Background: an optimization exercise with open tools, aiming at small area, a short achievable clock period and few clock cycles per item. Do not read the settings as production practice.
Only simulation tests tie the RTL to the original design; equivalence was not proved.
Power and IR drop assume default switching activity.

## rational_arith_unit
module rational_arith_unit #(
   parameter int WORD_BITS = 32
) (
   input  logic                        clock,
   input  logic                        reset,
   input  logic                        req_push,
   output logic                        req_full,
   input  logic        [2:0]           req_command,
   input  logic signed [WORD_BITS-1:0] req_a_num,
   input  logic signed [WORD_BITS-1:0] req_a_den,
   input  logic signed [WORD_BITS-1:0] req_b_num,
   input  logic        [WORD_BITS-2:0] req_b_den,
   output logic                        rsp_empty,
   input  logic                        rsp_pop,
   output logic signed [WORD_BITS-1:0] rsp_res_num,
   output logic        [WORD_BITS-2:0] rsp_res_den,
   output logic                        rsp_compare_true,
   output logic        [1:0]           rsp_status
);
   localparam logic [2:0] CMD_REDUCE = 3'd0;
   localparam logic [2:0] CMD_ADD    = 3'd1;
   localparam logic [2:0] CMD_SUB    = 3'd2;
   localparam logic [2:0] CMD_MUL    = 3'd3;
   localparam logic [2:0] CMD_DIV    = 3'd4;
   localparam logic [2:0] CMD_EQ     = 3'd5;
   localparam logic [2:0] CMD_LT     = 3'd6;
   localparam logic [1:0] STATUS_OK       = 2'd0;
   localparam logic [1:0] STATUS_ZERO_DEN = 2'd1;
   localparam logic [1:0] STATUS_OVERFLOW = 2'd2;
   localparam int W = WORD_BITS;
   localparam int MW = 2 * W;
   localparam int R = 3;                  
   localparam int NSTEP = (W + R - 1) / R;
   localparam int LW = NSTEP * R;         
   localparam int QW = W + LW;
   localparam int CNTW = $clog2(NSTEP);
   logic          s1_full, s1_mul;
   logic [CNTW-1:0] cnt_ff;
   logic [QW-1:0] q0_ff, q1_ff, q2_ff;
   logic [W-1:0]  xb_ff, xd_ff;
   logic          c1_const, c1_cmp, c1_lt, c1_neg0, c1_neg1, c1_neg2, c1_use1, c1_inv;
   logic [1:0]    c1_cst;
   logic          st_idle, st_sum, st_gcd, st_const;
   logic [MW-1:0] ra_ff, rx_ff, rb_ff;
   logic [W-1:0]  m00_ff, m01_ff, m10_ff, m11_ff;
  ...
Size in the first run: ~7700 cells after synthesis, about 640 flip-flops, roughly 200 I/O pins.
export LEC_CHECK = 0
export CAP_MARGIN = 20
export CORE_MARGIN = 2
export CORE_UTILIZATION = 50
export SETUP_SLACK_MARGIN = 3.3
export SLEW_MARGIN = 20
create_clock -name core_clock -period 8.0 [get_ports {clock}]
run.sh (not shown) runs the stock make flow with config.mk's settings and CLKGATE_MAP_FILE= SYNTH_SCRIPT=/design/flow/synth_recipe.tcl, a recipe that flattens the netlist after the stock synthesis.
Testbench counts at the start, summed over its fixed seeds: cycles 70,943, items 4,000.
Edit:
CORE_UTILIZATION = 45   (was 50)
- The changed run completed with no timing, DRC or antenna violations
- wire length increases by about 0.5%
- cell area increases by about 1.4%
- worst setup slack gets worse by 27 ps
- utilization decreases by 5.0 points
- global-route usage decreases by 3.8 points
- sequential power is about the same
- register-to-register slack gets worse by 30 ps
- flip-flop and latch count is unchanged
- hold slack gets worse by 15 ps
- cell count increases by 2.7%
Edit:
CORE_UTILIZATION = 50   (was 45)
SETUP_SLACK_MARGIN = 3.6   (was 3.3)
After rerunning: The changed run completed with no timing, DRC or antenna violations; wire length goes up by 5.8%; clock-buffer cell count goes up by 6; setup slack improves by 240 ps; clock power goes down by about 1%; sequential power is about the same; total power goes up by 6.2%.
Edit:
CORE_UTILIZATION = 40   (was 50)
SETUP_SLACK_MARGIN = 3.0   (was 3.6)
Effect:
- cell count stays flat
- via count came out lower by 5.7%
- count of clock-buffer cells in the layout decreases by 4
- total power goes down by 8.1%
- global-route usage decreases by 11 points
- die area came out higher by 25%
- worst setup slack is worse by 510 ps
- synthesized area stays the same
- design area falls by 8.3%
- combinational power is lower by 14%

---

v10:
rational_arith_unit, a different RTL version from the one above (not shown whole).
For scale: ~640 flip-flops, about 200 I/O pins, ~65000 sq um of cells after synthesis.
Settings: LEC_CHECK=0, CAP_MARGIN=20, CORE_MARGIN=2, CORE_UTILIZATION=60, SETUP_SLACK_MARGIN=2.0, SLEW_MARGIN=20; clock period 8.0 ns.
v10 went all the way through the flow, and no timing, DRC or antenna check failed.
Testbench counts of v10, summed over its fixed seeds: cycles 68,008, items 4,000.
Here is what was changed in the inputs of v50 compared with v10.
Settings: changing CORE_UTILIZATION from 60 to 40; setting ABC_CLOCK_PERIOD_IN_PS to 5000 for the first time.
## What came out
Relative to v10, v50 degrades post-route worst setup slack. Compared with v10, v50 shows amount of wire on met2 after detailed routing higher by 8.5%. The total placed cells including tap cells in v50 sits 763 above the value recorded for v10. Going from v10 to v50, clock power went up by 16%, final standard cell area without fillers went up by 1400 sq um, number of antenna violations at the first check in global routing went up by 10. Going from v10 to v50, height of the chip grows by about 22%. Routed wire length in v50 is 5.7% higher than in v10. Post-place setup slack: lower on v10. v50 gives less register fraction of the total cell area than v10 did.
Changes in v56 relative to v50:
Settings: ABC_CLOCK_PERIOD_IN_PS changed from 5000 to 3500.
## What came out
On sequential cell area fraction in the yosys report, v50 and v56 are basically level. Reported for v50 and v56, number of enable-type register cells in the synthesized netlist turned out identical to the last digit. Comparing v50 against v56, there is no change at all in area of all sequential standard cells.

==> afterwards: timing with drivers on the ports <==
The results above use ideal ports. As a check the final layouts listed here were re-extracted and re-timed, cells and wires unchanged.
Step 1 (the two cells are an assumption about what drives the block):
set clk [get_ports {clock}]
set_driving_cell -lib_cell sky130_fd_sc_hd__clkbuf_16 $clk
set_driving_cell -lib_cell sky130_fd_sc_hd__buf_2 [delete_from_list [all_inputs] $clk]
Step 2, shift: input delay + t, output delay - t, t = (earliest + latest rising clock arrival at the registers) / 2. This alone moves slack from input paths to output paths.
Slacks: ideal ports / drivers / drivers and shift; pairs: ideal ports / drivers.
| run | shift t [ns] | setup WS [ns] | worst setup path at the end | worst slew at a driven data input, ns | cell pins on the clock port's net |
|---|---|---|---|---|---|
| the first run of note 1 | 0.787 | 3.198 / 3.198 / 2.552 | input to register | 0.06 | 1 |
| the second run of note 1 | 0.796 | 3.171 / 3.171 / 2.494 | input to register | 0.25 | 1 |
| the third run of note 1 | 0.798 | 3.409 / 3.409 / 2.854 | input to register | 0.07 | 1 |
| the fourth run of note 1 | 0.806 | 2.897 / 2.897 / 2.367 | input to register | 0.19 | 1 |
| v10 | 0.751 | 2.173 / 2.173 / 2.173 | register to register | 0.06 | 1 |
| v50 | 0.789 | 2.046 / 2.046 / 2.046 | register to register | 0.18 | 1 |
| v56 | 0.789 | 2.046 / 2.046 / 2.046 | register to register | 0.18 | 1 |
After both steps every run listed still meets setup and hold. The setup slack of the second run of note 1, which loses most, moves by 0.000 ns with the drivers and by -0.677 ns with both steps.
